This is an optimization exercise on Yosys and OpenROAD, whose aim is small area, a short achievable clock period and few clock cycles per item, not a production implementation.
At most, simulation tests tie the RTL to the original design; equivalence was not proved.
Power and IR drop assume default switching activity.

## v47
## ahb3_tile
module ahb3_tile (
  input  logic                clk,
  input  logic                arst_n_i,
  input  logic                hsel_i,
  input  logic [31:0]         haddr_i,
  input  logic                hwrite_i,
  input  logic [2:0]          hsize_i,
  input  logic [1:0]          htrans_i,
  input  logic [31:0]         hwdata_i,
  output logic [31:0]         hrdata_o,
  output logic                hready_o,
  output logic                hresp_o
);
  ahb3_pkg::ahb3_req_t req_i;
  assign req_i.hsel   = hsel_i;
  assign req_i.haddr  = haddr_i;
  assign req_i.hwrite = hwrite_i;
  assign req_i.hsize  = ahb3_pkg::hsize_e'(hsize_i);
  assign req_i.htrans = ahb3_pkg::htrans_e'(htrans_i);
  logic            accept;
  logic            sel_dm;
  logic            sel_boot;
  ahb3_pkg::word_t rdata;
  ahb3_pkg::word_t boot_rdata;
  ahb3_interconnect u_bus (
    .clk       (clk),
    .arst_n_i  (arst_n_i),
    .m_req_i   (req_i),
    .accept_o  (accept),
    .sel_dm_o  (sel_dm),
    .sel_boot_o(sel_boot),
    .hready_o  (hready_o),
    .hresp_o   (hresp_o)
  );
  ahb3_sram_sp u_ram (
  ...
export LEC_CHECK = 0
export CAP_MARGIN = 20
export CORE_MARGIN = 2
export CORE_UTILIZATION = 72
export GPL_ROUTABILITY_DRIVEN = 0
export PLACE_DENSITY = 0.8
export SETUP_SLACK_MARGIN = 3.8
export SLEW_MARGIN = 20
export SYNTH_HIERARCHICAL = 1
export SYNTH_MEMORY_MAX_BITS = 16384
create_clock -name core_clock -period 7.0 [get_ports {clk}]
standard.sh (not shown) runs the stock make flow with config.mk's settings and CLKGATE_MAP_FILE= SYNTH_SCRIPT=/design/flow/synth_recipe.tcl, a recipe that flattens the netlist after the stock synthesis.
==> flow/flow/run.sh <==
#!/bin/bash
# The standard layout (standard.sh), with three changes:
#  - the port buffers are plain buffers instead of delay cells,
#  - repair may swap a cell for one of another footprint (so a slow buffer
#    can become a fast one),
#  - clock tree leaves drive larger clusters, and no dummy loads are added.
# Each ORFS step keeps its own log under orfs/logs/; make's output is in
# flow.log.
set -euo pipefail
bash standard.sh \
  BUFFER_PORTS_ARGS="-buffer_cell sky130_fd_sc_hd__buf_4" \
  MATCH_CELL_FOOTPRINT=0 \
  CTS_ARGS="-sink_clustering_enable -repair_clock_nets -dont_use_dummy_load -sink_clustering_size 16 -sink_clustering_max_diameter 45 -sink_clustering_buffer sky130_fd_sc_hd__clkbuf_8" \
  finish > flow.log 2>&1
v47 went all the way through synthesis, placement and routing and the layout is clean on timing, DRC and antenna.
Testbench counts of v47, summed over its fixed seeds: cycles 26,056, transfers 26,048.
The inputs of v40 differ from those of v47 as listed below.
# v47
export LEC_CHECK = 0
export CAP_MARGIN = 20
export CORE_MARGIN = 2
export CORE_UTILIZATION = 72
export GPL_ROUTABILITY_DRIVEN = 0
export PLACE_DENSITY = 0.8
export SETUP_SLACK_MARGIN = 3.8
export SLEW_MARGIN = 20
export SYNTH_HIERARCHICAL = 1
export SYNTH_MEMORY_MAX_BITS = 16384
create_clock -name core_clock -period 7.0 [get_ports {clk}]
# v40
export LEC_CHECK = 0
export CAP_MARGIN = 20
export CORE_MARGIN = 2
export CORE_UTILIZATION = 66
export GPL_ROUTABILITY_DRIVEN = 0
export PLACE_DENSITY = 0.74
export SETUP_SLACK_MARGIN = 4.0
export SLEW_MARGIN = 20
export SYNTH_HIERARCHICAL = 1
export SYNTH_MEMORY_MAX_BITS = 16384
create_clock -name core_clock -period 7.0 [get_ports {clk}]
## What came out
Where first-iteration DRC count is concerned, v47 is outperformed by v40.
Compared with v47, in v40 normalized max-slew margin shrank by 2.2 points; global-route wire length before repair grew by 1.6%; number of setup buffers added after CTS grew by 6.
For v35, these inputs were changed with respect to v40:
# v40
export LEC_CHECK = 0
export CAP_MARGIN = 20
export CORE_MARGIN = 2
export CORE_UTILIZATION = 66
export GPL_ROUTABILITY_DRIVEN = 0
export PLACE_DENSITY = 0.74
export SETUP_SLACK_MARGIN = 4.0
export SLEW_MARGIN = 20
export SYNTH_HIERARCHICAL = 1
export SYNTH_MEMORY_MAX_BITS = 16384
create_clock -name core_clock -period 7.0 [get_ports {clk}]
# v35
export LEC_CHECK = 0
export CAP_MARGIN = 20
export CORE_MARGIN = 2
export CORE_UTILIZATION = 70
export GPL_ROUTABILITY_DRIVEN = 0
export PLACE_DENSITY = 0.78
export SETUP_SLACK_MARGIN = 4.0
export SLEW_MARGIN = 20
export SYNTH_HIERARCHICAL = 1
export SYNTH_MEMORY_MAX_BITS = 16384
create_clock -name core_clock -period 7.0 [get_ports {clk}]
Area taken by flip-flops and latches delta (v35 -> v40): insignificant
Re area used by multi-input combinational logic: v40 and v35 aren't equal, and the higher value belongs to v40.
Diff v40 and v35: final non-filler cell area lower in v35
Between v40 and v35, count of antenna diodes in the layout decreased.
[diff] peak supply drop, v35 relative to v40: improvement
Lower maximum frequency goes to v40 over v35.
Diff v35..v40 | overall power of the completed layout | negligible
Layout buffer count excluding clock buffers for v35 is higher than for v40.
On worst setup slack, v35 does better than v40.
Non-clock buffer contribution to total cell area essentially unchanged between v35 and v40.
Here is what was changed in the inputs of v49 compared with v35.
# v35
export LEC_CHECK = 0
export CAP_MARGIN = 20
export CORE_MARGIN = 2
export CORE_UTILIZATION = 70
export GPL_ROUTABILITY_DRIVEN = 0
export PLACE_DENSITY = 0.78
export SETUP_SLACK_MARGIN = 4.0
export SLEW_MARGIN = 20
export SYNTH_HIERARCHICAL = 1
export SYNTH_MEMORY_MAX_BITS = 16384
create_clock -name core_clock -period 7.0 [get_ports {clk}]
# v49
export LEC_CHECK = 0
export CAP_MARGIN = 20
export CORE_MARGIN = 2
export CORE_UTILIZATION = 75
export GPL_ROUTABILITY_DRIVEN = 0
export PLACE_DENSITY = 0.82
export SETUP_SLACK_MARGIN = 4.0
export SLEW_MARGIN = 20
export SYNTH_HIERARCHICAL = 1
export SYNTH_MEMORY_MAX_BITS = 16384
create_clock -name core_clock -period 7.0 [get_ports {clk}]
[summary]
The die used by v49 is smaller than the one used by v35.
The cell area on v35 is in line with that on v49.
Against v35, v49 reports a number of clock buffers in the layout that is lower.
Diff v35 -> v49 | largest fanout of any net on the critical path | increase of 22
v49 against v35: post-route fraction of the period consumed by the critical path moved up; via count of the first global-routing pass moved up.
Setup slack in v49 vs v35: down 59 ps
Lower number of tap cells added at floorplan was reported by v49, not v35.
Across both runs, filler-free cell count of the finished design was lower for v49 than for v35.
v49 vs. v35: share of total power in combinational logic now sits at about the same level; critical path data arrival time now sits higher.

## cedar
ahb3_tile, a different RTL version from the one above (not shown whole).
Size in the first run: roughly 8,300 flip-flops, about 110 I/O pins, ~0.29 mm2 of cells after synthesis.
// ahb3_tile
module ahb3_tile (
  input  logic                clk,
  input  logic                arst_n_i,
  input  logic                hsel_i,
  input  logic [31:0]         haddr_i,
  input  logic                hwrite_i,
  input  logic [2:0]          hsize_i,
  input  logic [1:0]          htrans_i,
  input  logic [31:0]         hwdata_i,
  output logic [31:0]         hrdata_o,
  output logic                hready_o,
  output logic                hresp_o
);
Settings: LEC_CHECK=0, CAP_MARGIN=20, CORE_MARGIN=2, CORE_UTILIZATION=70, GPL_ROUTABILITY_DRIVEN=0, PLACE_DENSITY=0.8, SETUP_SLACK_MARGIN=4.0, SLEW_MARGIN=20, SYNTH_HIERARCHICAL=1, SYNTH_MEMORY_MAX_BITS=16384; clock period 7.0 ns.
==> flow/flow/run.sh <==
#!/bin/bash
# The standard layout (standard.sh), with three changes:
#  - the port buffers are plain buffers instead of delay cells,
#  - repair may swap a cell for one of another footprint (so a slow buffer
#    can become a fast one),
#  - clock tree leaves drive larger clusters, and no dummy loads are added.
# Each ORFS step keeps its own log under orfs/logs/; make's output is in
# flow.log.
set -euo pipefail
bash standard.sh \
  BUFFER_PORTS_ARGS="-buffer_cell sky130_fd_sc_hd__buf_4" \
  MATCH_CELL_FOOTPRINT=0 \
  CTS_ARGS="-sink_clustering_enable -repair_clock_nets -dont_use_dummy_load -sink_clustering_size 25 -sink_clustering_max_diameter 70" \
  finish > flow.log 2>&1
The final layout from cedar, which completed every stage, passed the timing, DRC and antenna checks at the end of the flow.
Testbench counts of cedar, summed over its fixed seeds: cycles 26,056, transfers 26,048.
Relative to cedar, the following input files were edited for maple:
# cedar
export LEC_CHECK = 0
export CAP_MARGIN = 20
export CORE_MARGIN = 2
export CORE_UTILIZATION = 70
export GPL_ROUTABILITY_DRIVEN = 0
export PLACE_DENSITY = 0.8
export SETUP_SLACK_MARGIN = 4.0
export SLEW_MARGIN = 20
export SYNTH_HIERARCHICAL = 1
export SYNTH_MEMORY_MAX_BITS = 16384
create_clock -name core_clock -period 7.0 [get_ports {clk}]
# maple
export LEC_CHECK = 0
export CAP_MARGIN = 20
export CORE_MARGIN = 2
export CORE_UTILIZATION = 50
export SETUP_SLACK_MARGIN = 3.5
export SLEW_MARGIN = 20
export SYNTH_HIERARCHICAL = 1
export SYNTH_MEMORY_MAX_BITS = 16384
create_clock -name core_clock -period 7.0 [get_ports {clk}]
maple: combinational power lower than cedar
Run comparison: cedar standard cell with the maximum stage delay on the critical path sky130_fd_sc_hd__nor4_4; maple standard cell with the maximum stage delay on the critical path sky130_fd_sc_hd__nand4_1
Comparing the two runs side by side, maple comes out behind cedar on overall power of the completed layout.
Re number of gates on the worst path with buffers counted: cedar was higher than maple.

job 102:
Another version of the RTL of ahb3_tile (not shown whole).
For scale: about 16000 cells after synthesis, roughly 8400 flip-flops, ~110 I/O pins.
clock: 7.0 ns
lec_check: 0
cap_margin: 20
core_margin: 2
core_utilization: 70
gpl_routability_driven: 0
place_density: 0.78
setup_slack_margin: 4.0
slew_margin: 20
synth_hierarchical: 1
synth_memory_max_bits: 16384
==> flow/flow/run.sh <==
#!/bin/bash
# The standard layout (standard.sh), with three changes:
#  - the port buffers are plain buffers instead of delay cells,
#  - repair may swap a cell for one of another footprint (so a slow buffer
#    can become a fast one),
#  - clock tree leaves drive larger clusters, and no dummy loads are added.
# Each ORFS step keeps its own log under orfs/logs/; make's output is in
# flow.log.
set -euo pipefail
bash standard.sh \
  BUFFER_PORTS_ARGS="-buffer_cell sky130_fd_sc_hd__buf_4" \
  MATCH_CELL_FOOTPRINT=0 \
  CTS_ARGS="-sink_clustering_enable -repair_clock_nets -dont_use_dummy_load -sink_clustering_size 16 -sink_clustering_max_diameter 45 -sink_clustering_buffer sky130_fd_sc_hd__clkbuf_8" \
  finish > flow.log 2>&1
#### Input delta (job 103 over job 102)
Settings: PLACE_DENSITY changed from 0.78 to 0.8; CORE_UTILIZATION changed from 70 to 72.
==> comparison <==
Job 102 and job 103 ended up with nearly the same sequential power.
Synthesized cell count: job 102 vs job 103 identical
Job 102 → job 103: power consumed by the clock network stayed essentially flat, worst path buffer plus inverter count fell by 1, total wire length after detailed routing stayed essentially flat, maximum clock rate rose by 3.5 MHz, post-layout total power stayed essentially flat.
Any difference in wire length of the first global-routing pass between job 103 and job 102 is small enough to ignore.
Compared with job 102, in job 103 clock share of power level; first-iteration DRC count moved up; worst hold slack moved down.
Function was not checked in any run of this note: the RTL went through the layout flow alone.

-- port drivers added, routing unchanged --
Ports are ideal in the flow. The routed layouts listed here were re-timed in OpenROAD. Step 1 (the two cells are an assumption about what drives the block):
set clk [get_ports {clk}]
set_driving_cell -lib_cell sky130_fd_sc_hd__clkbuf_16 $clk
set_driving_cell -lib_cell sky130_fd_sc_hd__buf_2 [delete_from_list [all_inputs] $clk]
Step 2, shift: input delay + t, output delay - t, t = (earliest + latest rising clock arrival at the registers) / 2. This alone moves slack from input paths to output paths. a / b / c = ideal ports / drivers / drivers and shift; a / b = the first two.
| run | shift t [ns] | setup slack, ns | worst register clock-pin slew, ns |
|---|---|---|---|
| v47 | 1.160 | 3.652 / 3.611 / 2.451 | 0.11 / 0.11 |
| v40 | 1.177 | 3.730 / 3.658 / 2.537 | 0.10 / 0.10 |
| v35 | 1.149 | 3.794 / 3.629 / 2.480 | 0.10 / 0.10 |
| v49 | 1.169 | 3.735 / 3.566 / 2.397 | 0.11 / 0.11 |
| cedar | 1.118 | 3.472 / 3.216 / 2.098 | 0.12 / 0.12 |
| maple | 1.146 | 3.300 / 3.086 / 1.941 | 0.10 / 0.10 |
| job 102 | 1.173 | 3.775 / 3.478 / 2.305 | 0.10 / 0.10 |
| job 103 | 1.167 | 3.811 / 3.551 / 2.383 | 0.10 / 0.10 |
After both steps setup and hold are still met in every run listed. For job 102, which loses most, drivers alone change the setup slack by -0.297 ns; drivers and shift together by -1.470 ns.
